Background: an optimization exercise with open tools, aiming at small area, a short achievable clock period and few clock cycles per item. Do not read the settings as production practice.
At most, simulation tests tie the RTL to the original design; equivalence was not proved.
For runs 3 to 6, only the layout was checked, not whether the RTL still works.
Power figures rest on the tool's default switching activity, not on a simulated workload.

===== design/flow/config.mk =====
export PLATFORM = sky130hd
export DESIGN_NAME = four_key_debounce_long_press_events
export DESIGN_NICKNAME = four_key_debounce_long_press_events
export VERILOG_FILES = /design/flow/design.v
export SDC_FILE = /design/flow/constraint.sdc
export NUM_CORES = 4
export LEC_CHECK = 0
export CAP_MARGIN = 20
export CORE_MARGIN = 2
export CORE_UTILIZATION = 65
export CTS_BUF_LIST = sky130_fd_sc_hd__clkbuf_16
export CTS_CLUSTER_DIAMETER = 80
export CTS_CLUSTER_SIZE = 25
export SLEW_MARGIN = 20

===== design/flow/flow/ports.tcl =====
# Sourced before the placement resize step: the input ports keep their own
# buffer, but the smallest one; timing repair upsizes any that need it.
foreach inst [get_cells input*] {
  if { [get_property [get_lib_cells -of_objects $inst] name] == "sky130_fd_sc_hd__buf_4" } {
    replace_cell $inst sky130_fd_sc_hd__buf_1
  }
}

===== design/flow/standard.sh =====
#!/bin/bash
# synth_recipe.tcl (not shown) runs the flow's synth.tcl, then flattens the netlist and writes it again
# the make line also repeats each setting of config.mk as NAME=value (left out here)
make -C /OpenROAD-flow-scripts/flow DESIGN_CONFIG=/design/flow/config.mk WORK_HOME=/design/flow/orfs CLKGATE_MAP_FILE= SYNTH_SCRIPT=/design/flow/synth_recipe.tcl "${@:-finish}"

===== design/flow/design.v =====
package fkd_pkg;
  localparam int TIME_BITS_DEF = 32;
  localparam int NUM_KEYS      = 4;
  localparam int NOW_W         = 32;
  localparam int MS_W          = 16;
  localparam int CFG_IDX_W     = 2;
  localparam int EV_W          = 3;
  localparam logic [MS_W-1:0] DEBOUNCE_RST = 16'd30;
  localparam logic [MS_W-1:0] LONG_RST     = 16'd1200;
  localparam logic [CFG_IDX_W-1:0] CFG_DEBOUNCE = 2'd0;
  localparam logic [CFG_IDX_W-1:0] CFG_LONG     = 2'd1;
  localparam logic OP_TICK  = 1'b0;
  localparam logic OP_FETCH = 1'b1;
  typedef enum logic [EV_W-1:0] {
    EV_NONE       = 3'd0,
    EV_FUNC_SHORT = 3'd1,
    EV_FUNC_LONG  = 3'd2,
    EV_PLUS       = 3'd3,
    EV_MINUS      = 3'd4,
    EV_OK         = 3'd5
  } ev_t;
  typedef struct packed {
    logic stable_nxt;
    logic rise;
    logic fall;
  } lane_st_t;
  typedef struct packed {
    logic [EV_W-1:0]     event_code;
    logic [NUM_KEYS-1:0] stable_keys;
  } res_t;
endpackage
import fkd_pkg::*;
module fkd_lane #(
  parameter int TIME_BITS = fkd_pkg::TIME_BITS_DEF
) (
  input  logic                      clk,
  input  logic                      rst_n,
  input  logic                      tick,
  input  logic [TIME_BITS-1:0]      now,
  input  logic                      lvl,
  input  logic [15:0]               win_q,
  input  logic [15:0]               win_a,
  input  logic [15:0]               win_o,
  input  logic                      dh_zero,
  input  logic                      dh_plus1,
  input  logic                      dh_minus1,
  input  logic                      debounce_zero,
  output logic                      stable,
  output logic                      stable_nxt,
  output logic                      rise,
  output logic                      fall
);
  logic        last_r;
  logic        stable_r;
  logic [15:0] change_lo_r;
  logic        change_hb_r;
  logic        moved;
  logic        c_gt_now, win_ge1, win_ge2;
  logic        held_ok;
  logic        accept;
  assign moved = lvl ^ last_r;
  fkd_gt16 u_gt_now (.a(change_lo_r), .b(now[15:0]), .gt(c_gt_now));
  fkd_win16 u_win (
    .c   (change_lo_r),
    .q   (win_q),
    .a   (win_a),
    .o   (win_o),
    .ge1 (win_ge1),
    .ge2 (win_ge2)
  );
  logic hz_nb, hz_b;
  logic ok_nb, ok_b;
  logic pre, acc_moved;
  assign hz_nb   = change_hb_r ? dh_minus1 : dh_zero;
  assign hz_b    = change_hb_r ? dh_zero   : dh_plus1;
  assign ok_nb   = !(hz_nb && win_ge1);
  assign ok_b    = !(hz_b && win_ge2);
  assign held_ok = c_gt_now ? ok_b : ok_nb;
  assign pre       = tick && (lvl ^ stable_r);
  assign acc_moved = pre && debounce_zero;
  assign accept    = moved ? acc_moved : (pre && held_ok);
  assign stable     = stable_r;
  assign stable_nxt = stable_r ^ accept;
  assign rise       = accept && lvl;
  assign fall       = accept && !lvl;
  always_ff @(posedge clk) begin
    if (!rst_n) begin
      last_r   <= 1'b0;
      stable_r <= 1'b0;
    end else begin
      if (tick) last_r <= lvl;
      stable_r <= stable_nxt;
    end
  end
  always_ff @(posedge clk) begin
    if (tick && moved) change_lo_r <= now[15:0];
    if (tick)          change_hb_r <= !moved && c_gt_now;
  end
endmodule
module fkd_cout16 (
  input  logic [15:0] g,
  input  logic [15:0] p,
  output logic        c
);
  logic [7:0] g1, p1;
  logic [3:0] g2, p2;
  logic [1:0] g3, p3;
  for (genvar i = 0; i < 8; i++) begin : g_l1
    assign g1[i] = g[2*i+1] | (p[2*i+1] & g[2*i]);
    assign p1[i] = p[2*i+1] & p[2*i];
  end
  for (genvar i = 0; i < 4; i++) begin : g_l2
    assign g2[i] = g1[2*i+1] | (p1[2*i+1] & g1[2*i]);
    assign p2[i] = p1[2*i+1] & p1[2*i];
  end
  for (genvar i = 0; i < 2; i++) begin : g_l3
    assign g3[i] = g2[2*i+1] | (p2[2*i+1] & g2[2*i]);
    assign p3[i] = p2[2*i+1] & p2[2*i];
  end
  assign c = g3[1] | (p3[1] & g3[0]);
endmodule
module fkd_gt16 (
  input  logic [15:0] a,
  input  logic [15:0] b,
  output logic        gt
);
  fkd_cout16 u_c (.g(a & ~b), .p(a | ~b), .c(gt));
endmodule
module fkd_win16 (
  input  logic [15:0] c,
  input  logic [15:0] q,
  input  logic [15:0] a,
  input  logic [15:0] o,
  output logic        ge1,
  output logic        ge2
);
  logic [15:0] s, m;
  logic        co;
  assign s = c ^ q;           
  assign m = a | (c & o);     
  fkd_cout16 u_c (.g({s[15:1] & m[14:0], 1'b0}), .p({s[15:1] | m[14:0], 1'b0}), .c(co));
  assign ge1 = m[15] | co;
  assign ge2 = m[15] & co;
endmodule
module fkd_pm1_16 (
  input  logic [15:0] x,
  input  logic [15:0] y,
  output logic        zero,
  output logic        plus1,
  output logic        minus1
);
  logic [15:0] z, lo, hi;
  assign z      = x ^ y;
  assign lo     = ~x & y;
  assign hi     = x & ~y;
  assign zero   = !(|z);
  assign plus1  = z[0] && (z[15:1] == lo[14:0]);
  assign minus1 = z[0] && (z[15:1] == hi[14:0]);
endmodule
module fkd_held_ge (
  input  logic [31:0] now,
  input  logic [31:0] c,
  input  logic [15:0] win_q,
  input  logic [15:0] win_a,
  input  logic [15:0] win_o,
  output logic        ge
);
  logic c_gt_now, win_ge1, win_ge2, hi_eq, hi_eq1;
  fkd_gt16 u_gt_now (.a(c[15:0]), .b(now[15:0]), .gt(c_gt_now));
  fkd_win16 u_win (
    .c   (c[15:0]),
    .q   (win_q),
    .a   (win_a),
    .o   (win_o),
    .ge1 (win_ge1),
    .ge2 (win_ge2)
  );
  logic hi_m1_unused;
  fkd_pm1_16 u_hi (.x(now[31:16]), .y(c[31:16]), .zero(hi_eq), .plus1(hi_eq1), .minus1(hi_m1_unused));
  assign ge = c_gt_now ? !(hi_eq1 && win_ge2) : !(hi_eq && win_ge1);
endmodule
import fkd_pkg::*;
module fkd_merge #(
  parameter int TIME_BITS = fkd_pkg::TIME_BITS_DEF
) (
  input  logic                                      clk,
  input  logic                                      rst_n,
  input  logic                                      tick,
  input  logic                                      fetch,
  input  logic [TIME_BITS-1:0]                      now,
  input  logic [15:0]                               win_q,
  input  logic [15:0]                               win_a,
  input  logic [15:0]                               win_o,
  input  logic                                      long_zero,
  input  logic                                      lvl0,
  input  logic                                      stable0,
  input  logic [fkd_pkg::NUM_KEYS-1:0]              st_stable_nxt,
  input  logic [fkd_pkg::NUM_KEYS-1:0]              st_rise,
  input  logic [fkd_pkg::NUM_KEYS-1:0]              st_fall,
  output logic [fkd_pkg::EV_W-1:0]                  event_code
);
  logic [EV_W-1:0]      slot_r;
  logic [TIME_BITS-1:0] press_r;
  logic                 sent_r;
  logic                 press_ok;
  logic                 long_hit;
  logic                 slot_free;
  fkd_held_ge u_held (
    .now    (now),
    .c      (press_r),
    .win_q  (win_q),
    .win_a  (win_a),
    .win_o  (win_o),
    .ge     (press_ok)
  );
  assign long_hit  = st_rise[0] ? long_zero : (st_stable_nxt[0] && !sent_r && press_ok);
  assign slot_free = (slot_r == EV_NONE);
  assign event_code = fetch ? slot_r : EV_NONE;
  always_ff @(posedge clk) begin
    if (!rst_n) begin
      slot_r <= EV_NONE;
      sent_r <= 1'b0;
    end else if (fetch) begin
      slot_r <= EV_NONE;
    end else if (tick) begin
      if (st_rise[0]) sent_r <= 1'b0;
      if (slot_free) begin
        if (st_fall[0] && !sent_r) begin
          slot_r <= EV_FUNC_SHORT;
        end else if (long_hit) begin
          slot_r <= EV_FUNC_LONG;
          sent_r <= 1'b1;
        end else if (st_fall[1]) begin
          slot_r <= EV_PLUS;
        end else if (st_fall[2]) begin
          slot_r <= EV_MINUS;
        end else if (st_fall[3]) begin
          slot_r <= EV_OK;
        end
      end
    end
  end
  always_ff @(posedge clk) begin
    if (tick && lvl0 && !stable0) press_r <= now;
  end
endmodule
import fkd_pkg::*;
module four_key_debounce_long_press_events #(
  parameter int TIME_BITS = fkd_pkg::TIME_BITS_DEF
) (
  input  logic                         clk,
  input  logic                         rst_n,
  input  logic                         in_valid,
  output logic                         in_ready,
  input  logic                         in_operation,
  input  logic [fkd_pkg::NOW_W-1:0]    in_now_time,
  input  logic [fkd_pkg::NUM_KEYS-1:0] in_raw_pressed,
  output logic                         out_valid,
  input  logic                         out_ready,
  output logic [fkd_pkg::EV_W-1:0]     out_event_code,
  output logic [fkd_pkg::NUM_KEYS-1:0] out_stable_keys,
  input  logic                         cfg_valid,
  output logic                         cfg_ready,
  input  logic [fkd_pkg::CFG_IDX_W-1:0] cfg_index,
  input  logic [fkd_pkg::MS_W-1:0]     cfg_data
);
  localparam int RES_W = EV_W + NUM_KEYS;
  logic                 in_ready_r;
  logic                 accept;
  logic                 tick_q, fetch_q;
  logic [TIME_BITS-1:0] now_q;
  logic [NUM_KEYS-1:0]  raw_q;
  logic                 deb_we_q, long_we_q;
  logic [MS_W-1:0]      cfg_data_q;
  assign cfg_ready = 1'b1;
  assign in_ready  = in_ready_r;
  assign accept    = in_valid && in_ready_r;
  always_ff @(posedge clk) begin
    if (!rst_n) begin
      tick_q    <= 1'b0;
      fetch_q   <= 1'b0;
      deb_we_q  <= 1'b0;
      long_we_q <= 1'b0;
    end else begin
      tick_q    <= accept && (in_operation == OP_TICK);
      fetch_q   <= accept && (in_operation == OP_FETCH);
      deb_we_q  <= cfg_valid && (cfg_index == CFG_DEBOUNCE);
      long_we_q <= cfg_valid && (cfg_index == CFG_LONG);
    end
  end
  always_ff @(posedge clk) begin
    now_q      <= TIME_BITS'(in_now_time);
    raw_q      <= in_raw_pressed;
    cfg_data_q <= cfg_data;
  end
  logic [MS_W-1:0] debounce_r, long_r;
  always_ff @(posedge clk) begin
    if (!rst_n) begin
      debounce_r <= DEBOUNCE_RST;
      long_r     <= LONG_RST;
    end else begin
      if (deb_we_q)  debounce_r <= cfg_data_q;
      if (long_we_q) long_r     <= cfg_data_q;
    end
  end
  logic [NUM_KEYS-1:0] st_rise, st_fall;
  logic [NUM_KEYS-1:0] stable_all;
  logic [NUM_KEYS-1:0] stable_cur;
  logic [EV_W-1:0]     code;
  logic                deb_zero, long_zero;
  logic [15:0] dq, da, do_, lq, la, lo;
  assign dq  = ~(debounce_r ^ now_q[15:0]);
  assign da  = debounce_r & ~now_q[15:0];
  assign do_ = debounce_r | ~now_q[15:0];
  assign lq  = ~(long_r ^ now_q[15:0]);
  assign la  = long_r & ~now_q[15:0];
  assign lo  = long_r | ~now_q[15:0];
  logic [15:0] t_hi_r;
  logic        dh_zero, dh_plus1, dh_minus1;
  always_ff @(posedge clk) begin
    if (tick_q) t_hi_r <= now_q[31:16];
  end
  fkd_pm1_16 u_dh (
    .x      (now_q[31:16]),
    .y      (t_hi_r),
    .zero   (dh_zero),
    .plus1  (dh_plus1),
    .minus1 (dh_minus1)
  );
  assign deb_zero  = (debounce_r == '0);
  assign long_zero = (long_r == '0);
  for (genvar k = 0; k < NUM_KEYS; k++) begin : g_lane
    fkd_lane #(.TIME_BITS(TIME_BITS)) u_lane (
      .clk           (clk),
      .rst_n         (rst_n),
      .tick          (tick_q),
      .now           (now_q),
      .lvl           (raw_q[k]),
      .win_q         (dq),
      .win_a         (da),
      .win_o         (do_),
      .dh_zero       (dh_zero),
      .dh_plus1      (dh_plus1),
      .dh_minus1     (dh_minus1),
      .debounce_zero (deb_zero),
      .stable        (stable_cur[k]),
      .stable_nxt    (stable_all[k]),
      .rise          (st_rise[k]),
      .fall          (st_fall[k])
    );
  end
  fkd_merge #(.TIME_BITS(TIME_BITS)) u_merge (
    .clk           (clk),
    .rst_n         (rst_n),
    .tick          (tick_q),
    .fetch         (fetch_q),
    .now           (now_q),
    .win_q         (lq),
    .win_a         (la),
    .win_o         (lo),
    .long_zero     (long_zero),
    .lvl0          (raw_q[0]),
    .stable0       (stable_cur[0]),
    .st_stable_nxt (stable_all),
    .st_rise       (st_rise),
    .st_fall       (st_fall),
    .event_code    (code)
  );
  logic [RES_W-1:0] res, q0_r, q1_r, q2_r;
  logic             v0_r, v1_r, v2_r;
  logic             wr, pop;
  logic             v0_n, v1_n, v2_n;
  assign res = {code, stable_all};
  assign wr  = tick_q || fetch_q;
  assign pop = v0_r && out_ready;
  always_comb begin
    if (pop && !wr) begin
      v0_n = v1_r; v1_n = v2_r; v2_n = 1'b0;
    end else if (!pop && wr) begin
      v0_n = 1'b1; v1_n = v0_r; v2_n = v1_r;
    end else begin
      v0_n = v0_r; v1_n = v1_r; v2_n = v2_r;
    end
  end
  always_ff @(posedge clk) begin
    if (!rst_n) begin
      v0_r       <= 1'b0;
      v1_r       <= 1'b0;
      v2_r       <= 1'b0;
      in_ready_r <= 1'b1;
    end else begin
      v0_r <= v0_n;
      v1_r <= v1_n;
      v2_r <= v2_n;
      in_ready_r <= !v1_n || (!v2_n && !accept);
    end
  end
  logic ld0, ld1, ld2, sh0, sh1;
  assign ld0 = !v0_r || (pop && !v1_r);
  assign sh0 = pop && v1_r;
  assign ld1 = pop ? !v2_r : !v1_r;
  assign sh1 = pop && v2_r;
  assign ld2 = pop || !v2_r;
  logic hd0;
  assign hd0 = !(ld0 || sh0);
  always_ff @(posedge clk) begin
    q0_r <= ({RES_W{ld0}} & res) | ({RES_W{sh0}} & q1_r) | ({RES_W{hd0}} & q0_r);
  end
  always_ff @(posedge clk) begin
    if (ld1 || sh1) q1_r <= ld1 ? res : q2_r;
    if (ld2)        q2_r <= res;
  end
  assign out_valid       = v0_r;
  assign out_event_code  = q0_r[RES_W-1 -: EV_W];
  assign out_stable_keys = q0_r[NUM_KEYS-1:0];
endmodule

===== design/flow/constraint.sdc =====
create_clock -name core_clock -period 13.0 [get_ports {clk}]
set_input_delay 2.6000 -clock core_clock [delete_from_list [all_inputs] [get_ports {clk}]]
set_output_delay 2.6000 -clock core_clock [all_outputs]
set_load 0.01 [all_outputs]

===== design/flow/flow/run.sh =====
#!/bin/bash
# Own layout flow: the standard flow (standard synthesis unchanged), with
# timing repair aimed below the clock period, strong output port buffers and
# small input port buffers. Each tool's output goes to the logs under orfs/.
set -euo pipefail
here=$(pwd)
export SETUP_SLACK_MARGIN=${SETUP_SLACK_MARGIN:-9.6}
export BUFFER_PORTS_ARGS="-buffer_cell sky130_fd_sc_hd__buf_4"
export PRE_RESIZE_TCL=$here/flow/ports.tcl
bash standard.sh > std_flow.log 2>&1

==> results of run 1 <==
==> routing by layer <==
layer | vias up | track usage (%)
li1 | 4531 | -
met1 | 4758 | 39.8
met2 | 386 | 52.9
met3 | 69 | 5.00
met4 | 0 | 9.86
met5 | - | 0
==> registers in the layout, indices dropped and copies added, names as in the netlist, 3 cells and up <==
register	count
g_lane.u_lane.change_hb_r	4
g_lane.u_lane.stable_r	4
q0_r	7
raw_q	4
cfg_data_q	16
now_q	32
g_lane.u_lane.change_lo_r	64
debounce_r	16
q1_r	7
long_r	16
u_merge.slot_r	3
t_hi_r	16
g_lane.u_lane.last_r	4
q2_r	7
u_merge.press_r	32
==> timing repair <==
item                       CTS  global route
buffers inserted            38            34
resized for setup           91            58
setup endpoints to repair   32            29
pin swaps                   17            21
==> stage by stage <==
step | power, W | util [%] | cell area [um2] | hold slack [ns] | cells
finish | 0.00154 | 76.5 | 15500 | 0.483 | 1610
global route | 0.00160 | 76.5 | 15500 | 0.504 | 1610
CTS | 0.00153 | 74.0 | 15000 | 0.482 | 1576
detailed placement | 0.00108 | 69.4 | 14000 | 0.464 | 1517
global placement | 0.00108 | 70.3 | 14200 | 0.462 | 1516
floorplan | 0.00101 | - | 13400 | 0.442 | 1193
==> tightest hold or removal path: stages (launching register included) <==
cell and delay [ns]:
dfxtp_1 0.32, nand2_1 0.05, o211ai_1 0.07
==> final cells by class <==
cell class	count	area [um2]
flip-flops and latches	241	6220
clock buffers	14	350
inverters	152	622
fillers	1407	4760
well taps	270	338
clock inverters	7	27.5
repair buffers	144	960
multi-input cells	782	6960
==> report_power, final <==
| part | switching, W | internal [W] | leakage (nW) | total (W) |
|---|---|---|---|---|
| clock network | 0.000238 | 0.000196 | 0.208 | 0.000434 |
| logic | 0.000138 | 0.000115 | 3.51 | 0.000252 |
| registers | 0.0000287 | 0.000826 | 2.16 | 0.000855 |
==> worst paths after layout <==
kind,start,to,slack [ns],depth (start not counted)
worst min-delay path,cfg_data_q[1]$_DFF_P_,debounce_r[1]$_SDFFE_PN1P_,0.48,2
worst min register to register,cfg_data_q[1]$_DFF_P_,debounce_r[1]$_SDFFE_PN1P_,0.48,2
worst max-delay path,v0_r$_SDFFE_PN0P_,out_valid,9.45,1
worst max register to register,g_lane[0].u_lane.change_lo_r[9]$_DFFE_PP_,u_merge.slot_r[2]$_SDFFE_PP0P_,9.54,11
==> cell families (layout without fill, tap and decap cells) <==
group                      count (synthesis)  count (layout)
and+or+nand+nor                          303             303
DFF                                      241             241
AOI/OAI and AO/OA                        221             221
buffers and inverters                    170             317
adders and majority gates                167             167
xor gates and xnor gates                  54              54
muxes                                     36              36
other                                      1               1
==> placed cells by master (no fill, tap or decap), types with 10 or more instances in the layout <==
master and n:
fa_1 72, dfxtp_4 19, o211ai_1 14, xnor2_1 34, nand2b_1 32, dfxtp_1 72
a22oi_1 14, nor2b_1 58, inv_1 141, edfxtp_1 130, nor3_1 13, buf_1 57
nor4_1 21, nand4_1 12, a21oi_1 25, and2_1 12, buf_4 72, o21ai_0 24
xor2_1 18, o22ai_1 21, nor2_1 42, ha_1 47, nand2_1 54, nand3_1 14
dfxtp_2 20, maj3_1 42, mux2i_1 33, buf_6 10, clkbuf_16 14
==> impl_metrics.env, run 1 <==
export IMPL_tightest_slew_ns=1.08
export IMPL_path_clk_slew_ns=0.09
export IMPL_hold_viol_final=0
export IMPL_async_flop_share_pct=0
export IMPL_worstPathRequired_ns=10.40
export IMPL_max_freq_ghz=0.281
export IMPL_num_rows=52
export IMPL_synthSimpleGateAreaFrac_pct=12.3
export IMPL_portBuffers=68
export IMPL_ant_nets=0
export IMPL_die_w_um=148
export IMPL_cts_max_path_buffers=3
export IMPL_wirelength_um=33300
export IMPL_min_period_ns=3.55
export IMPL_crit_family="flip-flops"
export IMPL_synth_top_area_cell="edfxtp_1"
export IMPL_cts_made_buffers=13
export IMPL_vias_per_cell=6.05
export IMPL_drc=0
export IMPL_synth_cells=1193
export IMPL_hp_class="reg2reg"
export IMPL_synthTopCellsByCount="inv_1 (149), edfxtp_1 (130), dfxtp_1 (111)"
export IMPL_maxCapViolCount=0
export IMPL_synthTopCellsByArea="edfxtp_1 (29%), dfxtp_1 (17%), fa_1 (11%)"
export IMPL_synth_seq_cells=241
export IMPL_critPathLaunchType="flop"
export IMPL_clkSinkCount=241
export IMPL_power_density_nw_per_um2=99.6
export IMPL_synth_top_family_by_area="adder cells"
export IMPL_wl_met2_um=16700
export IMPL_drive_above_1_share_pct=16.6
export IMPL_finalSetupViolations=0
export IMPL_met3_length_um=2290
export IMPL_syn2layout_area_growth_pct=15.4
export IMPL_cp_arrival_ns=0.95
export IMPL_wire_per_inst_um=20.7
export IMPL_path_cells="buf_6"
export IMPL_grt_pass1_wl_um=51700
export IMPL_skew_ns=0.0266
export IMPL_grt_setup_unrepaired="true"
export IMPL_crit_slowest_cell="dfxtp_4"
export IMPL_core_area_um2=20200
export IMPL_tns_ns=0
export IMPL_grt_max_degree=41
export IMPL_status="finished clean"
export IMPL_antenna_found_initial=0
export IMPL_grt_usage_pct=30.6
export IMPL_worst_slack_ns=9.45
export IMPL_gp_congestion=0.951
export IMPL_syn_cell_area_um2=13400
export IMPL_clockRootBuffer="clkbuf_16"
export IMPL_post_place_ws_ns=8.82
export IMPL_end_kind="output pin"
export IMPL_ir_drop_v=0.000141
export IMPL_drtIter0Drc=754
export IMPL_drt_met1_wl_um=13300
export IMPL_htreeDepth=1
export IMPL_yosys_warnings=3
export IMPL_path_max_fanout=2
export IMPL_ios=70
export IMPL_dieArea_um2=21800
export IMPL_finalCritPeriodShare_pct=27.3
export IMPL_initial_core_util_pct=66.3
export IMPL_synth_edf_count=130
export IMPL_synth_compound_area_share_pct=11.9
export IMPL_synth_xor_area_share_pct=3.53
export IMPL_dr_pass1_iters=6
export IMPL_clk_latency_ns=0.50
export IMPL_dp_hpwl_um=24500
export IMPL_syn_area_per_cell_um2=11.2
export IMPL_num_nets_final=1516
export IMPL_p_leak_nw=5.88
export IMPL_synthFlopType="edfxtp_1"
export IMPL_n_antenna_cell=0
export IMPL_crit_type="reg2out"
export IMPL_synth_most_common_cell="inv_1"
export IMPL_grt_overflow_total=0
export IMPL_slew_viol_final=0
export IMPL_synthDominantCellAreaShare_pct=29.1
export IMPL_fp_dieH_um=148
export IMPL_ys_seq_area_share_pct=45.7
export IMPL_highest_layer="met4"
export IMPL_cpPeakStageDelay_ns=0.36
export IMPL_synth_nets=1375
export IMPL_grt_pass1_vias=9694
export IMPL_synth_area_mux_share_pct=2.72
export IMPL_maxSlewHeadroom_pct=27.8
export IMPL_cts_hold_buf=0
export IMPL_synth_adder_area_share_pct=19.0
export IMPL_synthDistinctLibCells=83
export IMPL_critPathBufInv=1
export IMPL_cts_tree="yes"
export IMPL_dr_total_vias=9744
Testbench counts, summed over its fixed seeds: cycles 32,016, items 32,000.
==> inputs of run 2 (changes only) <==
--- a/design/flow/config.mk
+++ b/design/flow/config.mk
@@ -7,7 +7,7 @@
 export LEC_CHECK = 0
 export CAP_MARGIN = 20
 export CORE_MARGIN = 2
-export CORE_UTILIZATION = 65
+export CORE_UTILIZATION = 55
 export CTS_BUF_LIST = sky130_fd_sc_hd__clkbuf_16
 export CTS_CLUSTER_DIAMETER = 80
 export CTS_CLUSTER_SIZE = 25
==> run 2 against run 1 <==
  * Still clean
  * Area after synthesis unchanged
  * Via count decreased by 1.1%
  * Fmax fell by 0.30%
  * Count of clock-buffer cells in the layout up 1
  * Die area increased by 18%
  * Sequential power is essentially flat
  * Global-route usage shrank 4.2 points
  * Critical endpoint unchanged
==> impl_metrics.env, run 2 <==
export IMPL_highest_layer="met4"
export IMPL_slew_viol_final=0
export IMPL_clk_latency_ns=0.50
export IMPL_critPathLaunchType="flop"
export IMPL_drive_above_1_share_pct=16.2
export IMPL_maxSlewHeadroom_pct=31.0
export IMPL_grt_setup_unrepaired="true"
export IMPL_num_rows=57
export IMPL_tns_ns=0
export IMPL_tightest_slew_ns=1.03
export IMPL_htreeDepth=1
export IMPL_mostFrequentLayoutCell="inv_1"
export IMPL_path_clk_slew_ns=0.10
export IMPL_min_period_ns=3.56
export IMPL_async_flop_share_pct=0
export IMPL_wl_met2_um=16600
export IMPL_hold_viol_final=0
export IMPL_initial_core_util_pct=55.6
export IMPL_synth_nets=1375
export IMPL_gp_congestion=0.917
export IMPL_placed_cells=1571
export IMPL_layout_common_cells="inv_1 (136), edfxtp_1 (130), dfxtp_1 (75)"
export IMPL_grt_max_degree=41
export IMPL_synthTopCellsByArea="edfxtp_1 (29%), dfxtp_1 (17%), fa_1 (11%)"
export IMPL_largest_register="g_lane.u_lane.change_lo_r"
export IMPL_synthDominantCellAreaShare_pct=29.1
export IMPL_drt_met1_wl_um=14200
export IMPL_dr_pass1_iters=5
export IMPL_ios=70
export IMPL_dp_hpwl_um=25200
export IMPL_synth_cells=1193
export IMPL_crit_family="flip-flops"
export IMPL_fillers=2004
export IMPL_grt_pass1_vias=9784
export IMPL_synth_edf_count=130
export IMPL_end_kind="output pin"
export IMPL_finalSetupViolations=0
export IMPL_grt_pass1_wl_um=53000
export IMPL_power_density_nw_per_um2=103
export IMPL_crit_type="reg2out"
export IMPL_hp_class="reg2reg"
export IMPL_crit_slowest_cell="dfxtp_4"
export IMPL_wire_per_inst_um=20.2
export IMPL_drtIter0Drc=754
export IMPL_syn_cell_area_um2=13400
export IMPL_critPathBufInv=1
export IMPL_post_route_util_pct=64.3
export IMPL_worst_r2r_setup_slack_ns=9.54
export IMPL_num_nets_final=1515
export IMPL_wirelength_um=33700
export IMPL_fin_cells=1665
export IMPL_worstPathRequired_ns=10.40
export IMPL_dieArea_um2=25600
export IMPL_vias_per_cell=5.79
export IMPL_syn2layout_area_growth_pct=15.6
export IMPL_yosys_warnings=3
export IMPL_synth_most_common_cell="inv_1"
export IMPL_synthTopCellsByCount="inv_1 (149), edfxtp_1 (130), dfxtp_1 (111)"
export IMPL_grt_usage_pct=26.4
export IMPL_synth_top_area_cell="edfxtp_1"
export IMPL_maxCapViolCount=0
export IMPL_dr_total_vias=9634
export IMPL_path_cells="buf_6"
export IMPL_synthFlopType="edfxtp_1"
export IMPL_core_area_um2=24100
export IMPL_drc=0
export IMPL_synthDistinctLibCells=83
export IMPL_n_antenna_cell=0
export IMPL_cpPeakStageDelay_ns=0.36
export IMPL_synth_seq_cells=241
export IMPL_met3_length_um=1930
export IMPL_p_leak_nw=5.84
export IMPL_syn_area_per_cell_um2=11.2
export IMPL_die_w_um=160
export IMPL_cp_arrival_ns=0.96
export IMPL_antenna_found_initial=1
export IMPL_skew_ns=0.0211
export IMPL_cts_made_buffers=15
export IMPL_hold_ws_ns=0.486
export IMPL_reg_top3="g_lane.u_lane.change_lo_r x64, now_q x32, u_merge.press_r x32"
export IMPL_path_max_fanout=2
export IMPL_cts_tree="yes"
export IMPL_largest_reg_flops=64
export IMPL_cts_max_path_buffers=3
export IMPL_clockRootBuffer="clkbuf_16"
export IMPL_ir_drop_v=0.000127
export IMPL_finalCritPeriodShare_pct=27.4
export IMPL_fp_dieH_um=160
export IMPL_ys_seq_area_share_pct=45.7
export IMPL_portBuffers=68
export IMPL_grt_overflow_total=0
export IMPL_clkSinkCount=241
export IMPL_status="finished clean"
export IMPL_max_freq_ghz=0.281
export IMPL_ant_nets=0
## run 2: worst paths after layout
check | start | end | depth (start not counted)
max | v0_r$_SDFFE_PN0P_ | out_valid | 1
min | cfg_data_q[3]$_DFF_P_ | debounce_r[3]$_SDFFE_PN1P_ | 2
max reg2reg | g_lane[0].u_lane.change_lo_r[11]$_DFFE_PP_ | u_merge.slot_r[2]$_SDFFE_PP0P_ | 11
min reg2reg | cfg_data_q[3]$_DFF_P_ | debounce_r[3]$_SDFFE_PN1P_ | 2
## run 2: metrics by stage
stage	worst slack (ns)	area [um2]	power (W)
floorplan	9.48	13400	0.00101
global placement	9.03	14300	0.00109
detailed placement	8.82	14100	0.00108
CTS	9.41	15200	0.00160
global route	9.40	15500	0.00167
finish	9.44	15500	0.00160
## run 2: power by group
group	switching, W	internal (W)	total [W]
Clock	0.000264	0.000238	0.000502
Combinational	0.000133	0.000111	0.000244
Sequential	0.0000288	0.000826	0.000855
Total	0.000426	0.00118	0.00160
## run 2: worst register-to-register path, cell delays in order, from the launching register on
cell,delay (ns)
edfxtp_1,0.46
fa_1,0.60
o22ai_1,0.11
or4_4,0.52
a221o_1,0.30
o211ai_1,0.22
a32oi_2,0.21
o21a_2,0.26
o31a_1,0.31
nand2_1,0.09
nor2_1,0.05
a32o_1,0.25
## run 2: kinds of logic after synthesis
logic type      share of synthesized area [%]
simple gates                             12.3
flops                                    45.7
compound gates                           11.9
buf+inv                                  4.85
fa+ha+maj                                19.0
xor+xnor                                 3.53
mux                                      2.72
other cells                            0.0280
## run 2: metal layers
metal	track usage [%]	vias to the layer above
met5	0	-
met4	7.37	0
met3	3.32	54
met2	45.4	308
met1	35.6	4735
li1	-	4537
## run 2: timing repair
| item | 4_1_cts | 5_1_grt |
|---|---|---|
| pin swaps | 13 | 21 |
| gates resized for setup | 91 | 34 |
| endpoints found under the setup margin | 30 | 28 |
| setup buffers | 44 | 25 |
| hold buffers | 0 | 0 |
## run 2: layout make-up
class / count / area, um2 / area share [%]
Sequential cell: 241 / 6220 / 40.1
Clock buffer: 15 / 375 / 2.42
Multi-Input combinational cell: 782 / 6880 / 44.4
Clock inverter: 10 / 96.3 / 0.622
Timing Repair Buffer: 141 / 896 / 5.78
Inverter: 152 / 634 / 4.09
Tap cell: 324 / 405 / 2.62
==> inputs of run 3 (changes only) <==
--- a/design/flow/design.v
+++ b/design/flow/design.v
@@ -395,22 +395,27 @@
       in_ready_r <= !v1_n || (!v2_n && !accept);
     end
   end
-  logic ld0, ld1, ld2, sh0, sh1;
-  assign ld0 = !v0_r || (pop && !v1_r);
-  assign sh0 = pop && v1_r;
-  assign ld1 = pop ? !v2_r : !v1_r;
-  assign sh1 = pop && v2_r;
-  assign ld2 = pop || !v2_r;
-  logic hd0;
-  assign hd0 = !(ld0 || sh0);
+  logic [2:0] ld_t, ld_f, sh_t, hd_t, hd_f;    
+  logic [2:0] ld, sh, hd;
+  assign ld_t = {v0_r || !v2_r, v0_r ? !v2_r : !v1_r, !v0_r || !v1_r};
+  assign sh_t = {1'b0, v0_r && v2_r, v0_r && v1_r};
+  assign hd_t = {!v0_r && v2_r, !v0_r && v1_r, 1'b0};
+  assign ld_f = {!v2_r, !v1_r, !v0_r};
+  assign hd_f = {v2_r, v1_r, v0_r};
+  assign ld = out_ready ? ld_t : ld_f;
+  assign sh = out_ready ? sh_t : 3'b000;
+  assign hd = out_ready ? hd_t : hd_f;
   always_ff @(posedge clk) begin
-    q0_r <= ({RES_W{ld0}} & res) | ({RES_W{sh0}} & q1_r) | ({RES_W{hd0}} & q0_r);
+    q0_r <= ({RES_W{ld[0]}} & res) | ({RES_W{sh[0]}} & q1_r) | ({RES_W{hd[0]}} & q0_r);
+    q1_r <= ({RES_W{ld[1]}} & res) | ({RES_W{sh[1]}} & q2_r) | ({RES_W{hd[1]}} & q1_r);
+    q2_r <= ({RES_W{ld[2]}} & res) | ({RES_W{hd[2]}} & q2_r);
   end
+  logic ov_r;
   always_ff @(posedge clk) begin
-    if (ld1 || sh1) q1_r <= ld1 ? res : q2_r;
-    if (ld2)        q2_r <= res;
+    if (!rst_n) ov_r <= 1'b0;
+    else        ov_r <= v0_n;
   end
-  assign out_valid       = v0_r;
+  assign out_valid       = ov_r;
   assign out_event_code  = q0_r[RES_W-1 -: EV_W];
   assign out_stable_keys = q0_r[NUM_KEYS-1:0];
 endmodule
==> run 3 against run 2 <==
  * Core utilization fell by 0.51 points
  * Synthesized cell count rose by 4.0%
  * Global-route usage rose by 0.52 points
==> impl_metrics.env, run 3 <==
export IMPL_status="finished clean"
export IMPL_grt_usage_pct=27.0
export IMPL_reg_top3="g_lane.u_lane.change_lo_r x64, now_q x32, u_merge.press_r x32"
export IMPL_drc=0
export IMPL_ant_nets=0
export IMPL_synth_compound_area_share_pct=13.6
export IMPL_synthTopCellsByArea="edfxtp_1 (26%), dfxtp_1 (19%), fa_1 (11%)"
export IMPL_wirelength_um=34900
export IMPL_grt_overflow_total=0
export IMPL_finalPower_w=0.00158
export IMPL_stdcell_area_um2=15500
export IMPL_end_kind="output pin"
export IMPL_combPwrFrac_pct=14.9
export IMPL_crit_type="reg2out"
export IMPL_synth_most_common_cell="inv_1"
export IMPL_slew_viol_final=0
export IMPL_htreeDepth=1
export IMPL_synthFlopType="dfxtp_1"
export IMPL_ir_drop_v=0.000150
export IMPL_dr_total_vias=9885
export IMPL_synthDominantCellAreaShare_pct=25.8
export IMPL_yosys_warnings=3
export IMPL_cts_max_path_buffers=3
export IMPL_cts_hold_buf=0
export IMPL_power_density_nw_per_um2=102
export IMPL_drive_above_1_share_pct=14.0
export IMPL_grt_max_degree=49
export IMPL_synth_cells=1241
export IMPL_tns_ns=0
export IMPL_p_leak_nw=5.69
export IMPL_reg2reg_from="debounce_r[3]$_SDFFE_PN1P_"
export IMPL_largest_reg_flops=64
export IMPL_switching_share_pct=27.8
export IMPL_dieArea_um2=25900
export IMPL_synth_edf_count=116
export IMPL_synth_seq_cells=241
export IMPL_drtIter0Drc=750
export IMPL_power_share_clock_pct=31.6
export IMPL_synth_xor_area_share_pct=3.69
export IMPL_grt_setup_unrepaired="true"
export IMPL_rr_worst_depth=11
export IMPL_core_area_um2=24200
export IMPL_tightest_slew_ns=1.07
export IMPL_min_period_ns=3.57
export IMPL_synth_nets=1423
export IMPL_die_w_um=161
export IMPL_critPathLaunchType="flop"
export IMPL_num_rows=57
export IMPL_n_antenna_cell=0
export IMPL_clkSinkCount=241
export IMPL_hold_viol_final=0
export IMPL_worst_path_stages=1
export IMPL_num_nets_final=1540
export IMPL_path_cells="buf_6"
export IMPL_mostFrequentLayoutCell="inv_1"
export IMPL_crit_path_start="v0_r$_SDFFE_PN0P_"
export IMPL_r2r_end="u_merge.slot_r[0]$_SDFFE_PP0P_"
export IMPL_cts_tree="yes"
export IMPL_gp_congestion=0.918
export IMPL_p_int_w=0.00114
export IMPL_endpoint="out_valid"
export IMPL_synth_area_mux_share_pct=2.44
export IMPL_ys_seq_area_share_pct=44.3
export IMPL_synthTopCellsByCount="inv_1 (131), dfxtp_1 (125), edfxtp_1 (116)"
export IMPL_dp_hpwl_um=26600
export IMPL_vias_per_cell=5.85
export IMPL_p_seq_share_pct=53.6
export IMPL_async_flop_share_pct=0
export IMPL_synth_adder_area_share_pct=17.7
export IMPL_post_route_util_pct=63.8
export IMPL_finalCritPeriodShare_pct=27.5
export IMPL_cpPeakStageDelay_ns=0.35
export IMPL_finalSetupViolations=0
export IMPL_largest_register="g_lane.u_lane.change_lo_r"
export IMPL_synth_top_area_cell="edfxtp_1"
export IMPL_crit_slowest_cell="dfxtp_4"
export IMPL_worst_r2r_setup_slack_ns=9.69
export IMPL_grt_pass1_vias=9730
export IMPL_cp_arrival_ns=0.97
export IMPL_clk_latency_ns=0.52
export IMPL_maxSlewHeadroom_pct=28.5
export IMPL_placed_area_um2=14200
export IMPL_hp_class="reg2reg"
export IMPL_synthDistinctLibCells=84
export IMPL_syn2layout_area_growth_pct=14.4
export IMPL_dr_pass1_iters=6
export IMPL_syn_area_per_cell_um2=10.9
export IMPL_crit_family="flip-flops"
export IMPL_portBuffers=68
export IMPL_cts_made_buffers=15
export IMPL_fillers=2028
export IMPL_grt_pass1_wl_um=53800
export IMPL_syn_cell_area_um2=13500
export IMPL_initial_core_util_pct=55.8
export IMPL_wire_per_inst_um=20.7
export IMPL_antenna_found_initial=0
export IMPL_worstPathRequired_ns=10.40
export IMPL_ios=70
export IMPL_p_switching_w=0.000440
export IMPL_skew_ns=0.0251
export IMPL_synthSimpleGateAreaFrac_pct=13.8
export IMPL_critPathBufInv=1
export IMPL_maxCapViolCount=0
export IMPL_clockRootBuffer="clkbuf_16"
export IMPL_synth_top_family_by_area="adder cells"
export IMPL_layout_common_cells="inv_1 (127), edfxtp_1 (116), dfxtp_1 (93)"
export IMPL_max_freq_ghz=0.280
export IMPL_path_max_fanout=2
export IMPL_fp_dieH_um=161
export IMPL_path_clk_slew_ns=0.10
==> run 3: cell types whose count changed after synthesis, moves of 6 or more <==
cell,previous run,this run
dfxtp_1,111,125
a31oi_1,8,15
maj3_1,43,27
o21ai_0,32,59
nor2b_1,59,68
nor2_1,43,57
o31ai_1,9,3
inv_1,149,131
edfxtp_1,130,116
xor2_1,18,26
a22oi_1,14,21
o22ai_1,22,14
a2111oi_0,0,8
==> run 3: worst min-delay path by stage <==
stage	from	to	slack, ns	depth (start not counted)
6_report	cfg_data_q[1]$_DFF_P_	debounce_r[1]$_SDFFE_PN1P_	0.46	2
3_5_place_dp	q2_r[5]$_DFF_P_	q2_r[5]$_DFF_P_	0.44	2
5_1_grt	q2_r[5]$_DFF_P_	q2_r[5]$_DFF_P_	0.49	2
4_1_cts	q2_r[5]$_DFF_P_	q2_r[5]$_DFF_P_	0.47	2
3_3_place_gp	q2_r[4]$_DFF_P_	q2_r[4]$_DFF_P_	0.44	2
2_1_floorplan	q2_r[4]$_DFF_P_	q2_r[4]$_DFF_P_	0.43	2
==> run 3: logic make-up (layout without fill, tap and decap cells) <==
logic type	count (synthesis)	after routing
buf+inv	156	282
xor+xnor	57	57
compound gates	261	261
flops	241	241
mux	33	33
simple gates	340	340
fa+ha+maj	152	152
other cells	1	1
==> run 3: per-layer routing <==
metal | routed length [um] | GRT usage [%] | up-vias
li1 | - | - | 4690
met5 | 0 | 0 | -
met1 | 15200 | 36.1 | 4822
met4 | 1560 | 10.6 | 0
met3 | 1700 | 3.87 | 79
met2 | 16500 | 44.7 | 294
==> run 3: power groups by stage <==
stage | Sequential (W) | Clock [W] | Combinational (W)
after floorplan | 0.000857 | 0 | 0.000145
after global placement | 0.000868 | 0 | 0.000207
after detailed placement | 0.000869 | 0 | 0.000201
after CTS | 0.000851 | 0.000512 | 0.000217
after global routing | 0.000853 | 0.000537 | 0.000258
final | 0.000849 | 0.000500 | 0.000236
==> run 3: repair_timing <==
| action | 4_1_cts | 5_1_grt |
|---|---|---|
| setup buffers | 22 | 25 |
| pin swaps | 3 | 16 |
| endpoints found under the setup margin | 29 | 29 |
| gates resized for setup | 80 | 51 |
==> run 3: through the flow <==
| stage | hold slack [ns] | instances | setup slack (ns) |
|---|---|---|---|
| detailed placement | 0.445 | 1618 | 8.77 |
| finish | 0.465 | 1691 | 9.43 |
| CTS | 0.467 | 1666 | 9.40 |
| global route | 0.495 | 1691 | 9.39 |
| global placement | 0.437 | 1617 | 8.79 |
| floorplan | 0.426 | 1241 | 9.60 |
==> run 3: final cells by class <==
class                           instances  area (um2)  share of cell area, %
Inverter                              136         546                   3.53
Timing Repair Buffer                  120         747                   4.83
Sequential cell                       241        6060                   39.2
Tap cell                              324         405                   2.62
Clock buffer                           15         375                   2.43
Multi-Input combinational cell        844        7240                   46.8
Clock inverter                         11        98.8                  0.639
==> inputs of run 4 (changes only) <==
--- a/design/flow/flow/run.sh
+++ b/design/flow/flow/run.sh
@@ -4,7 +4,7 @@
 # small input port buffers. Each tool's output goes to the logs under orfs/.
 set -euo pipefail
 here=$(pwd)
-export SETUP_SLACK_MARGIN=${SETUP_SLACK_MARGIN:-9.6}
+export SETUP_SLACK_MARGIN=${SETUP_SLACK_MARGIN:-9.45}
 export BUFFER_PORTS_ARGS="-buffer_cell sky130_fd_sc_hd__buf_4"
 export PRE_RESIZE_TCL=$here/flow/ports.tcl
 bash standard.sh > std_flow.log 2>&1
==> run 4 against run 3 <==
  * Still clean
  * Sequential share of layout area rose by 0.83 points
  * Power decreased by 0.80%
  * First-iteration DRC count increased by 6.9%
  * Wire length down 2.3%
  * Clock power about the same
  * Critical endpoint unchanged
  * Largest cell class unchanged
==> impl_metrics.env, run 4 <==
export IMPL_hp_class="reg2reg"
export IMPL_synth_top_family_by_area="adder cells"
export IMPL_vias_per_cell=5.82
export IMPL_largest_register="g_lane.u_lane.change_lo_r"
export IMPL_synth_xor_area_share_pct=3.69
export IMPL_yosys_warnings=3
export IMPL_synth_area_mux_share_pct=2.44
export IMPL_htreeDepth=1
export IMPL_syn_cell_area_um2=13500
export IMPL_synth_edf_count=116
export IMPL_syn_area_per_cell_um2=10.9
export IMPL_dp_hpwl_um=26300
export IMPL_power_share_clock_pct=31.9
export IMPL_hold_ws_ns=0.466
export IMPL_finalCritPeriodShare_pct=27.5
export IMPL_clkSinkCount=241
export IMPL_synth_most_common_cell="inv_1"
export IMPL_end_kind="output pin"
export IMPL_cpPeakStageDelay_ns=0.35
export IMPL_ant_nets=0
export IMPL_slew_viol_final=0
export IMPL_synth_nets=1423
export IMPL_portBuffers=68
export IMPL_grt_setup_unrepaired="true"
export IMPL_worst_slack_ns=9.43
export IMPL_cts_hold_buf=0
export IMPL_path_clk_slew_ns=0.09
export IMPL_worstPathRequired_ns=10.40
export IMPL_synthSimpleGateAreaFrac_pct=13.8
export IMPL_gp_congestion=0.932
export IMPL_met2_usage_pct=46.0
export IMPL_wire_per_inst_um=20.4
export IMPL_grt_max_degree=48
export IMPL_crit_family="flip-flops"
export IMPL_drtIter0Drc=802
export IMPL_synth_compound_area_share_pct=13.6
export IMPL_ys_seq_area_share_pct=44.3
export IMPL_p_seq_share_pct=54.0
export IMPL_synth_adder_area_share_pct=17.7
export IMPL_combPwrFrac_pct=14.1
export IMPL_maxCapViolCount=0
export IMPL_grt_pass1_wl_um=53400
export IMPL_synthDominantCellAreaShare_pct=25.8
export IMPL_async_flop_share_pct=0
export IMPL_dr_pass1_iters=5
export IMPL_path_cells="buf_6"
export IMPL_cts_tree="yes"
export IMPL_globalRouteMet1Util_pct=35.9
export IMPL_crit_slowest_cell="dfxtp_4"
export IMPL_num_rows=57
export IMPL_crit_type="reg2out"
export IMPL_ir_drop_v=0.000127
export IMPL_finalSetupViolations=0
export IMPL_tightest_slew_ns=1.06
export IMPL_syn2layout_area_growth_pct=11.9
export IMPL_reg_top3="g_lane.u_lane.change_lo_r x64, now_q x32, u_merge.press_r x32"
export IMPL_synthTopCellsByArea="edfxtp_1 (26%), dfxtp_1 (19%), fa_1 (11%)"
export IMPL_layout_common_cells="inv_1 (127), edfxtp_1 (116), dfxtp_1 (96)"
export IMPL_fin_cells=1672
export IMPL_synthFlopType="dfxtp_1"
export IMPL_synth_top_area_cell="edfxtp_1"
export IMPL_synthDistinctLibCells=84
export IMPL_drc=0
export IMPL_drive_above_1_share_pct=10.8
export IMPL_p_switching_w=0.000420
export IMPL_cp_arrival_ns=0.97
export IMPL_dieArea_um2=25900
export IMPL_cts_made_buffers=15
export IMPL_wirelength_um=34100
export IMPL_grt_overflow_total=0
export IMPL_critPathLaunchType="flop"
export IMPL_post_route_util_pct=62.4
export IMPL_path_max_fanout=2
export IMPL_dr_total_vias=9734
export IMPL_use_met3_pct=2.66
export IMPL_grt_pass1_vias=9615
export IMPL_antenna_found_initial=0
export IMPL_placed_cells=1618
export IMPL_mostFrequentLayoutCell="inv_1"
export IMPL_initial_core_util_pct=55.8
export IMPL_synth_seq_cells=241
export IMPL_cts_max_path_buffers=3
export IMPL_p_int_w=0.00115
export IMPL_hold_viol_final=0
export IMPL_p_leak_nw=5.56
export IMPL_n_antenna_cell=0
export IMPL_clockRootBuffer="clkbuf_16"
export IMPL_power_density_nw_per_um2=104
export IMPL_synthTopCellsByCount="inv_1 (131), dfxtp_1 (125), edfxtp_1 (116)"
export IMPL_synth_cells=1241
export IMPL_post_place_ws_ns=8.67
export IMPL_die_w_um=161
export IMPL_num_nets_final=1521
export IMPL_fp_dieH_um=161
export IMPL_critPathBufInv=1
export IMPL_ios=70
export IMPL_tns_ns=0
export IMPL_largest_reg_flops=64
export IMPL_clk_latency_ns=0.51
export IMPL_maxSlewHeadroom_pct=29.3
export IMPL_switching_share_pct=26.7
export IMPL_skew_ns=0.0444
export IMPL_max_freq_ghz=0.280
export IMPL_core_area_um2=24200
export IMPL_grt_usage_pct=26.6
export IMPL_grt_busiest_layer="met2"
export IMPL_min_period_ns=3.57
export IMPL_status="finished clean"
run 4: cell counts after synthesis:
No cell type changed its count.
run 4: cells by family after synthesis:
family | after synthesis
compound gates | 261
xor+xnor | 57
fa+ha+maj | 152
buf+inv | 156
flops | 241
mux | 33
other cells | 1
simple gates | 340
run 4: timing repair:
item	CTS	global route
hold endpoints to repair	0	0
setup buffers	11	17
endpoints found under the setup margin	29	29
gates cloned	0	0
gates resized for setup	61	30
pin swaps	0	4
run 4: routing by layer:
layer | vias up | wire length [um]
met4 | 0 | 1020
met2 | 261 | 16700
met3 | 56 | 1670
met5 | - | 0
li1 | 4658 | -
met1 | 4759 | 14700
run 4: final timing paths:
check	startpoint	end	slack, ns	depth (start not counted)
hold reg to reg	q2_r[4]$_DFF_P_	q2_r[4]$_DFF_P_	0.47	2
hold / removal	q2_r[4]$_DFF_P_	q2_r[4]$_DFF_P_	0.47	2
setup / recovery	v0_r$_SDFFE_PN0P_	out_valid	9.43	1
setup reg to reg	now_q[6]$_DFF_P_	u_merge.slot_r[0]$_SDFFE_PP0P_	9.52	12
run 4: final cells by class:
type	instances	area [um2]
Multi-Input combinational cell	844	7080
Sequential cell	241	6050
Inverter	136	538
Timing Repair Buffer	101	584
Fill cell	2018	9120
Tap cell	324	405
Clock inverter	11	95.1
Clock buffer	15	375
run 4: power groups by stage:
stage / logic (W) / registers, W / clock network [W]
2_1_floorplan: 0.000145 / 0.000857 / 0
3_3_place_gp: 0.000206 / 0.000868 / 0
3_5_place_dp: 0.000202 / 0.000868 / 0
4_1_cts: 0.000213 / 0.000851 / 0.000516
5_1_grt: 0.000245 / 0.000854 / 0.000540
6_report: 0.000222 / 0.000850 / 0.000501
run 4: stage by stage:
stage          power [W]  area (um2)
2_1_floorplan    0.00100       13500
3_3_place_gp     0.00107       14400
3_5_place_dp     0.00107       14200
4_1_cts          0.00158       14900
5_1_grt          0.00164       15100
6_report         0.00157       15100
==> inputs of run 5 (changes only) <==
--- a/design/flow/flow/run.sh
+++ b/design/flow/flow/run.sh
@@ -4,7 +4,7 @@
 # small input port buffers. Each tool's output goes to the logs under orfs/.
 set -euo pipefail
 here=$(pwd)
-export SETUP_SLACK_MARGIN=${SETUP_SLACK_MARGIN:-9.45}
+export SETUP_SLACK_MARGIN=${SETUP_SLACK_MARGIN:-9.35}
 export BUFFER_PORTS_ARGS="-buffer_cell sky130_fd_sc_hd__buf_4"
 export PRE_RESIZE_TCL=$here/flow/ports.tcl
 bash standard.sh > std_flow.log 2>&1
==> run 5 against run 4 <==
  * Still clean on timing, DRC and antenna
  * Area after synthesis is the same
  * Via count decreased by 0.17%
  * Global-route usage decreased by 0.13 points
  * Critical path depth is the same
  * Die area stayed put
  * Highest routed layer unchanged
==> impl_metrics.env, run 5 <==
export IMPL_status="finished clean"
export IMPL_crit_slowest_cell="dfxtp_1"
export IMPL_end_kind="output pin"
export IMPL_tns_ns=0
export IMPL_hold_depth=2
export IMPL_combPwrFrac_pct=13.7
export IMPL_tightest_slew_ns=1.05
export IMPL_syn_cell_area_um2=13500
export IMPL_grt_setup_unrepaired="true"
export IMPL_syn_area_per_cell_um2=10.9
export IMPL_portBuffers=68
export IMPL_synth_top_area_cell="edfxtp_1"
export IMPL_grt_pass1_wl_um=53100
export IMPL_highest_layer="met4"
export IMPL_drtIter0Drc=753
export IMPL_p_seq_share_pct=54.3
export IMPL_fp_dieH_um=161
export IMPL_maxCapViolCount=0
export IMPL_max_freq_ghz=0.277
export IMPL_grt_usage_pct=26.5
export IMPL_initial_core_util_pct=55.8
export IMPL_core_area_um2=24200
export IMPL_maxSlewHeadroom_pct=30.0
export IMPL_drive_above_1_share_pct=8.81
export IMPL_largest_reg_flops=64
export IMPL_crit_type="reg2out"
export IMPL_grt_overflow_total=0
export IMPL_synth_compound_area_share_pct=13.6
export IMPL_met3_length_um=1760
export IMPL_worst_r2r_setup_slack_ns=9.46
export IMPL_synth_xor_area_share_pct=3.69
export IMPL_num_rows=57
export IMPL_ios=70
export IMPL_synthTopCellsByArea="edfxtp_1 (26%), dfxtp_1 (19%), fa_1 (11%)"
export IMPL_cts_made_buffers=15
export IMPL_grt_max_degree=48
export IMPL_largest_register="g_lane.u_lane.change_lo_r"
export IMPL_path_clk_slew_ns=0.09
export IMPL_synth_most_common_cell="inv_1"
export IMPL_synth_top_family_by_area="adder cells"
export IMPL_synthFlopType="dfxtp_1"
export IMPL_cpPeakStageDelay_ns=0.36
export IMPL_synth_nets=1423
export IMPL_path_max_fanout=2
export IMPL_dp_hpwl_um=26300
export IMPL_synthTopCellsByCount="inv_1 (131), dfxtp_1 (125), edfxtp_1 (116)"
export IMPL_stdcell_area_um2=15000
export IMPL_p_switching_w=0.000418
export IMPL_reg_top3="g_lane.u_lane.change_lo_r x64, now_q x32, u_merge.press_r x32"
export IMPL_synthDistinctLibCells=84
export IMPL_placed_area_um2=14200
export IMPL_cp_arrival_ns=1.00
export IMPL_power_share_clock_pct=32.0
export IMPL_crit_family="flip-flops"
export IMPL_async_flop_share_pct=0
export IMPL_p_int_w=0.00115
export IMPL_regArea_um2=6030
export IMPL_layout_common_cells="inv_1 (129), edfxtp_1 (116), dfxtp_1 (104)"
export IMPL_wire_per_inst_um=20.5
export IMPL_rr_worst_depth=13
export IMPL_hold_start="q2_r[4]$_DFF_P_"
export IMPL_worstHoldEndpoint="q2_r[4]$_DFF_P_"
export IMPL_dr_total_vias=9717
export IMPL_power_density_nw_per_um2=105
export IMPL_switching_share_pct=26.7
export IMPL_multiInputGateArea_um2=7030
export IMPL_ant_nets=0
export IMPL_hp_class="reg2reg"
export IMPL_worstPathRequired_ns=10.40
export IMPL_cts_max_path_buffers=3
export IMPL_r2r_end="u_merge.slot_r[0]$_SDFFE_PP0P_"
export IMPL_grt_pass1_vias=9575
export IMPL_die_w_um=161
export IMPL_synth_area_mux_share_pct=2.44
export IMPL_finalSetupViolations=0
export IMPL_synth_seq_cells=241
export IMPL_vias_per_cell=5.84
export IMPL_finalCritPeriodShare_pct=27.7
export IMPL_yosys_warnings=3
export IMPL_dr_pass1_iters=6
export IMPL_min_period_ns=3.60
export IMPL_antenna_found_initial=0
export IMPL_mostFrequentLayoutCell="inv_1"
export IMPL_synth_cells=1241
export IMPL_hold_ws_ns=0.468
export IMPL_placed_cells=1618
export IMPL_htreeDepth=1
export IMPL_syn2layout_area_growth_pct=10.6
export IMPL_drt_met1_wl_um=14600
export IMPL_gp_congestion=0.932
export IMPL_skew_ns=0.0455
export IMPL_synthDominantCellAreaShare_pct=25.8
export IMPL_synthSimpleGateAreaFrac_pct=13.8
export IMPL_ir_drop_v=0.000127
export IMPL_cts_hold_buf=0
export IMPL_critPathBufInv=1
export IMPL_synth_adder_area_share_pct=17.7
export IMPL_slew_viol_final=0
export IMPL_ys_seq_area_share_pct=44.3
export IMPL_p_leak_nw=5.50
export IMPL_fillers=2031
export IMPL_wl_met2_um=16700
export IMPL_cts_tree="yes"
export IMPL_fin_cells=1664
export IMPL_synth_edf_count=116
export IMPL_reg2reg_from="now_q[8]$_DFF_P_"
export IMPL_clk_latency_ns=0.52
export IMPL_dieArea_um2=25900
export IMPL_clockRootBuffer="clkbuf_16"
export IMPL_wirelength_um=34100
export IMPL_num_nets_final=1512
export IMPL_path_cells="buf_4"
export IMPL_critPathLaunchType="flop"
export IMPL_clkSinkCount=241
export IMPL_hold_viol_final=0
export IMPL_drc=0
run 5: cell counts after synthesis:
No cell type changed its count.
run 5: layout make-up:
| type | instances | area share [%] |
|---|---|---|
| multi-input combinational | 844 | 47.0 |
| inverter | 136 | 3.57 |
| tap | 324 | 2.71 |
| antenna | 1 | 0.0167 |
| clock inverter | 11 | 0.636 |
| timing repair buffer | 92 | 3.23 |
| clock buffer | 15 | 2.51 |
| sequential | 241 | 40.3 |
run 5: logic make-up after synthesis:
group	Yosys count
AND/OR/NAND/NOR	340
other	1
flip-flops	241
multiplexers	33
buffers and inverters	156
adder cells (fa/ha/maj)	152
XOR/XNOR	57
AO/OA/AOI/OAI	261
run 5: timing repair:
action                     4_1_cts  5_1_grt
setup endpoints to repair       21       22
setup buffers                    8       11
gates resized for setup         29       29
pin swaps                        0        2
run 5: per-layer routing:
layer / track usage [%] / vias to the layer above
met4: 7.67 / 0
met5: 0 / -
met2: 45.7 / 262
met3: 2.87 / 59
li1: - / 4641
met1: 35.7 / 4755
run 5: worst max path at each step:
stage,startpoint,to,cells after the start
2_1_floorplan,out_ready,q1_r[6]$_DFF_P_,5
3_3_place_gp,now_q[15]$_DFF_P_,q0_r[3]$_DFF_P_,11
3_5_place_dp,now_q[15]$_DFF_P_,q0_r[3]$_DFF_P_,11
4_1_cts,now_q[3]$_DFF_P_,q0_r[1]$_DFF_P_,10
5_1_grt,now_q[10]$_DFF_P_,u_merge.slot_r[0]$_SDFFE_PP0P_,12
6_report,q0_r[6]$_DFF_P_,out_event_code[2],1
run 5: through the flow:
| stage | total power, W | utilization [%] | worst slack (ns) |
|---|---|---|---|
| floorplan | 0.00100 | - | 9.48 |
| global placement | 0.00107 | 59.3 | 8.66 |
| detailed placement | 0.00107 | 58.5 | 8.67 |
| CTS | 0.00158 | 60.9 | 9.35 |
| global route | 0.00163 | 61.7 | 9.31 |
| finish | 0.00157 | 61.7 | 9.40 |
run 5: worst min-delay path, cell delays in order (launching register included):
cell,delay (ns)
dfxtp_1,0.34
nand2_1,0.04
o21ai_0,0.06
run 5: power by group through the flow:
stage	Sequential [W]	Clock, W	Combinational [W]
global route	0.000855	0.000540	0.000239
global placement	0.000868	0	0.000206
CTS	0.000852	0.000516	0.000208
floorplan	0.000857	0	0.000145
detailed placement	0.000868	0	0.000202
finish	0.000851	0.000502	0.000215
==> inputs of run 6 (changes only) <==
--- a/design/flow/flow/run.sh
+++ b/design/flow/flow/run.sh
@@ -4,7 +4,7 @@
 # small input port buffers. Each tool's output goes to the logs under orfs/.
 set -euo pipefail
 here=$(pwd)
-export SETUP_SLACK_MARGIN=${SETUP_SLACK_MARGIN:-9.35}
+export SETUP_SLACK_MARGIN=${SETUP_SLACK_MARGIN:-9.45}
 export BUFFER_PORTS_ARGS="-buffer_cell sky130_fd_sc_hd__buf_4"
 export PRE_RESIZE_TCL=$here/flow/ports.tcl
 bash standard.sh > std_flow.log 2>&1
--- a/design/flow/config.mk
+++ b/design/flow/config.mk
@@ -9,6 +9,6 @@
 export CORE_MARGIN = 2
 export CORE_UTILIZATION = 55
 export CTS_BUF_LIST = sky130_fd_sc_hd__clkbuf_16
-export CTS_CLUSTER_DIAMETER = 80
-export CTS_CLUSTER_SIZE = 25
+export CTS_CLUSTER_DIAMETER = 100
+export CTS_CLUSTER_SIZE = 30
 export SLEW_MARGIN = 20
==> run 6 against run 5 <==
  * Design area up 0.58%
  * Critical path type unchanged
  * Count of clock-buffer cells in the layout decreased by 1
  * Flip-flop and latch count unchanged
  * Combinational power increased by 4%
==> impl_metrics.env, run 6 <==
export IMPL_synthDistinctLibCells=84
export IMPL_grt_pass1_wl_um=53200
export IMPL_max_freq_ghz=0.281
export IMPL_min_period_ns=3.56
export IMPL_p_seq_share_pct=56.1
export IMPL_ant_nets=0
export IMPL_dp_hpwl_um=26300
export IMPL_crit_type="reg2out"
export IMPL_worst_r2r_setup_slack_ns=9.55
export IMPL_cts_max_path_buffers=3
export IMPL_grt_usage_pct=26.4
export IMPL_critPathBufInv=1
export IMPL_crit_path_start="v0_r$_SDFFE_PN0P_"
export IMPL_drive_above_1_share_pct=10.6
export IMPL_dieArea_um2=25900
export IMPL_die_w_um=161
export IMPL_status="finished clean"
export IMPL_ys_seq_area_share_pct=44.3
export IMPL_path_cells="buf_6"
export IMPL_critPathLaunchType="flop"
export IMPL_p_int_w=0.00111
export IMPL_largest_reg_flops=64
export IMPL_combPwrFrac_pct=14.7
export IMPL_async_flop_share_pct=0
export IMPL_syn2layout_area_growth_pct=11.3
export IMPL_post_route_util_pct=62.0
export IMPL_synth_seq_cells=241
export IMPL_dr_total_vias=9733
export IMPL_grt_overflow_total=0
export IMPL_drc=0
export IMPL_grt_setup_unrepaired="true"
export IMPL_synthFlopType="dfxtp_1"
export IMPL_num_nets_final=1513
export IMPL_dr_pass1_iters=6
export IMPL_initial_core_util_pct=55.8
export IMPL_worst_path_stages=1
export IMPL_largest_register="g_lane.u_lane.change_lo_r"
export IMPL_clkSinkCount=241
export IMPL_p_switching_w=0.000402
export IMPL_rr_worst_depth=12
export IMPL_power_share_clock_pct=29.2
export IMPL_maxCapViolCount=0
export IMPL_r2r_end="u_merge.slot_r[0]$_SDFFE_PP0P_"
export IMPL_wire_per_inst_um=20.5
export IMPL_synth_top_area_cell="edfxtp_1"
export IMPL_hold_viol_final=0
export IMPL_grt_pass1_vias=9605
export IMPL_portBuffers=68
export IMPL_path_clk_slew_ns=0.11
export IMPL_core_area_um2=24200
export IMPL_regArea_um2=6060
export IMPL_path_max_fanout=2
export IMPL_antenna_found_initial=0
export IMPL_post_place_ws_ns=8.67
export IMPL_cts_tree="yes"
export IMPL_multiInputGateArea_um2=7090
export IMPL_syn_cell_area_um2=13500
export IMPL_synth_nets=1423
export IMPL_worstPathRequired_ns=10.40
export IMPL_fillers=2007
export IMPL_grt_max_degree=48
export IMPL_met3_length_um=1420
export IMPL_highest_layer="met4"
export IMPL_synthTopCellsByCount="inv_1 (131), dfxtp_1 (125), edfxtp_1 (116)"
export IMPL_finalCritPeriodShare_pct=27.4
export IMPL_ios=70
export IMPL_tightest_slew_ns=1.06
export IMPL_layout_common_cells="inv_1 (125), edfxtp_1 (116), dfxtp_1 (93)"
export IMPL_cts_hold_buf=0
export IMPL_hp_class="reg2reg"
export IMPL_wl_met2_um=16800
export IMPL_worst_slack_ns=9.44
export IMPL_synth_edf_count=116
export IMPL_htreeDepth=1
export IMPL_slew_viol_final=0
export IMPL_num_rows=57
export IMPL_synthDominantCellAreaShare_pct=25.8
export IMPL_maxSlewHeadroom_pct=29.4
export IMPL_gp_congestion=0.932
export IMPL_switching_share_pct=26.5
export IMPL_mostFrequentLayoutCell="inv_1"
export IMPL_end_kind="output pin"
export IMPL_p_leak_nw=5.50
export IMPL_drt_met1_wl_um=15000
export IMPL_drtIter0Drc=805
export IMPL_clk_latency_ns=0.49
export IMPL_synth_most_common_cell="inv_1"
export IMPL_finalSetupViolations=0
export IMPL_reg2reg_from="now_q[15]$_DFF_P_"
export IMPL_reg_top3="g_lane.u_lane.change_lo_r x64, now_q x32, u_merge.press_r x32"
export IMPL_tns_ns=0
export IMPL_synth_cells=1241
export IMPL_yosys_warnings=3
export IMPL_vias_per_cell=5.86
export IMPL_cts_made_buffers=12
export IMPL_cp_arrival_ns=0.96
export IMPL_crit_family="flip-flops"
export IMPL_cpPeakStageDelay_ns=0.36
export IMPL_syn_area_per_cell_um2=10.9
export IMPL_skew_ns=0.0240
export IMPL_synthTopCellsByArea="edfxtp_1 (26%), dfxtp_1 (19%), fa_1 (11%)"
export IMPL_wirelength_um=34000
export IMPL_ir_drop_v=0.000143
export IMPL_n_antenna_cell=0
export IMPL_fp_dieH_um=161
export IMPL_power_density_nw_per_um2=101
export IMPL_endpoint="out_valid"
export IMPL_crit_slowest_cell="dfxtp_4"
export IMPL_clockRootBuffer="clkbuf_16"
==> run 6: how the worst min path moves through the flow <==
| stage | startpoint | endpoint | slack (ns) | cells after the start |
|---|---|---|---|---|
| after floorplan | q2_r[4]$_DFF_P_ | q2_r[4]$_DFF_P_ | 0.43 | 2 |
| after global placement | q2_r[6]$_DFF_P_ | q2_r[6]$_DFF_P_ | 0.44 | 2 |
| after detailed placement | q2_r[4]$_DFF_P_ | q2_r[4]$_DFF_P_ | 0.45 | 2 |
| after CTS | q2_r[4]$_DFF_P_ | q2_r[4]$_DFF_P_ | 0.48 | 2 |
| after global routing | q2_r[5]$_DFF_P_ | q2_r[5]$_DFF_P_ | 0.49 | 2 |
| final | q2_r[4]$_DFF_P_ | q2_r[4]$_DFF_P_ | 0.47 | 2 |
==> run 6: per-layer routing <==
metal | vias up | global-route usage [%]
met5 | - | 0
met4 | 0 | 6.70
met3 | 53 | 2.56
met2 | 229 | 45.9
met1 | 4819 | 35.9
li1 | 4632 | -
==> run 6: cell families (layout without fill, tap and decap cells) <==
kind of cell	after synthesis	count (layout)	share of synthesized area, %
XOR/XNOR	57	57	3.69
multiplexers	33	33	2.44
AO/OA/AOI/OAI	261	261	13.6
AND/OR/NAND/NOR	340	340	13.8
adder cells (fa/ha/maj)	152	152	17.7
buffers and inverters	156	252	4.47
flip-flops	241	241	44.3
other	1	1	0.0277
==> run 6: what timing repair did <==
action,CTS,global route
resized for setup,66,32
pin swaps,1,4
gates cloned,0,0
endpoints found under the setup margin,29,29
buffers inserted,12,11
==> run 6: layout make-up <==
cell class	instances	area share, %
Timing Repair Buffer	96	3.72
Multi-Input combinational cell	844	47.1
Sequential cell	241	40.3
Tap cell	324	2.70
Clock inverter	6	0.274
Clock buffer	14	2.33
Inverter	136	3.58
==> run 6: through the flow <==
stage | cell area, um2 | total power (W) | hold slack (ns) | instances
final | 15000 | 0.00152 | 0.470 | 1661
after detailed placement | 14200 | 0.00107 | 0.450 | 1618
after CTS | 14800 | 0.00152 | 0.476 | 1650
after global placement | 14400 | 0.00107 | 0.439 | 1617
after global routing | 15000 | 0.00158 | 0.493 | 1661
after floorplan | 13500 | 0.00100 | 0.426 | 1241
==> run 6: power by group through the flow <==
| stage | combinational (W) | clock [W] | sequential [W] |
|---|---|---|---|
| floorplan | 0.000145 | 0 | 0.000857 |
| global placement | 0.000206 | 0 | 0.000868 |
| detailed placement | 0.000202 | 0 | 0.000868 |
| CTS | 0.000213 | 0.000460 | 0.000851 |
| global route | 0.000246 | 0.000484 | 0.000854 |
| finish | 0.000223 | 0.000443 | 0.000850 |

what the ideal ports hide:
The results above use ideal ports. As a check the final layouts listed here were re-extracted and re-timed, cells and wires unchanged.
Step 1 sets driving cells, clkbuf_16 on the clock port and buf_2 on the other inputs (assumed; they add their load-dependent delay and slew).
Step 2 times the ports against the registers' clock, not the clock port: input delays grow and output delays shrink by t, the midpoint of the rising clock arrivals with the driver on.
a / b / c = no drivers / after step 1 / after step 2; a / b = the first two.
| run | shift t [ns] | slack for setup (ns) | worst setup path at the end | slew at the worst register clock pin (ns) | pins driven straight from the clock port |
|---|---|---|---|---|---|
| run 1 | 0.532 | 9.446 / 9.398 / 9.109 | input to register | 0.11 / 0.11 | 1 |
| run 2 | 0.536 | 9.435 / 9.388 / 9.130 | input to register | 0.10 / 0.10 | 1 |
| run 3 | 0.550 | 9.429 / 9.382 / 9.221 | input to register | 0.10 / 0.10 | 1 |
| run 4 | 0.543 | 9.426 / 9.376 / 9.150 | input to register | 0.10 / 0.10 | 1 |
| run 5 | 0.544 | 9.396 / 9.346 / 9.156 | input to register | 0.10 / 0.10 | 1 |
| run 6 | 0.524 | 9.443 / 9.396 / 9.163 | input to register | 0.12 / 0.12 | 1 |
After both steps every run listed still meets setup and hold. For run 1, which loses most, drivers alone change the setup slack by -0.048 ns; drivers and shift together by -0.337 ns.
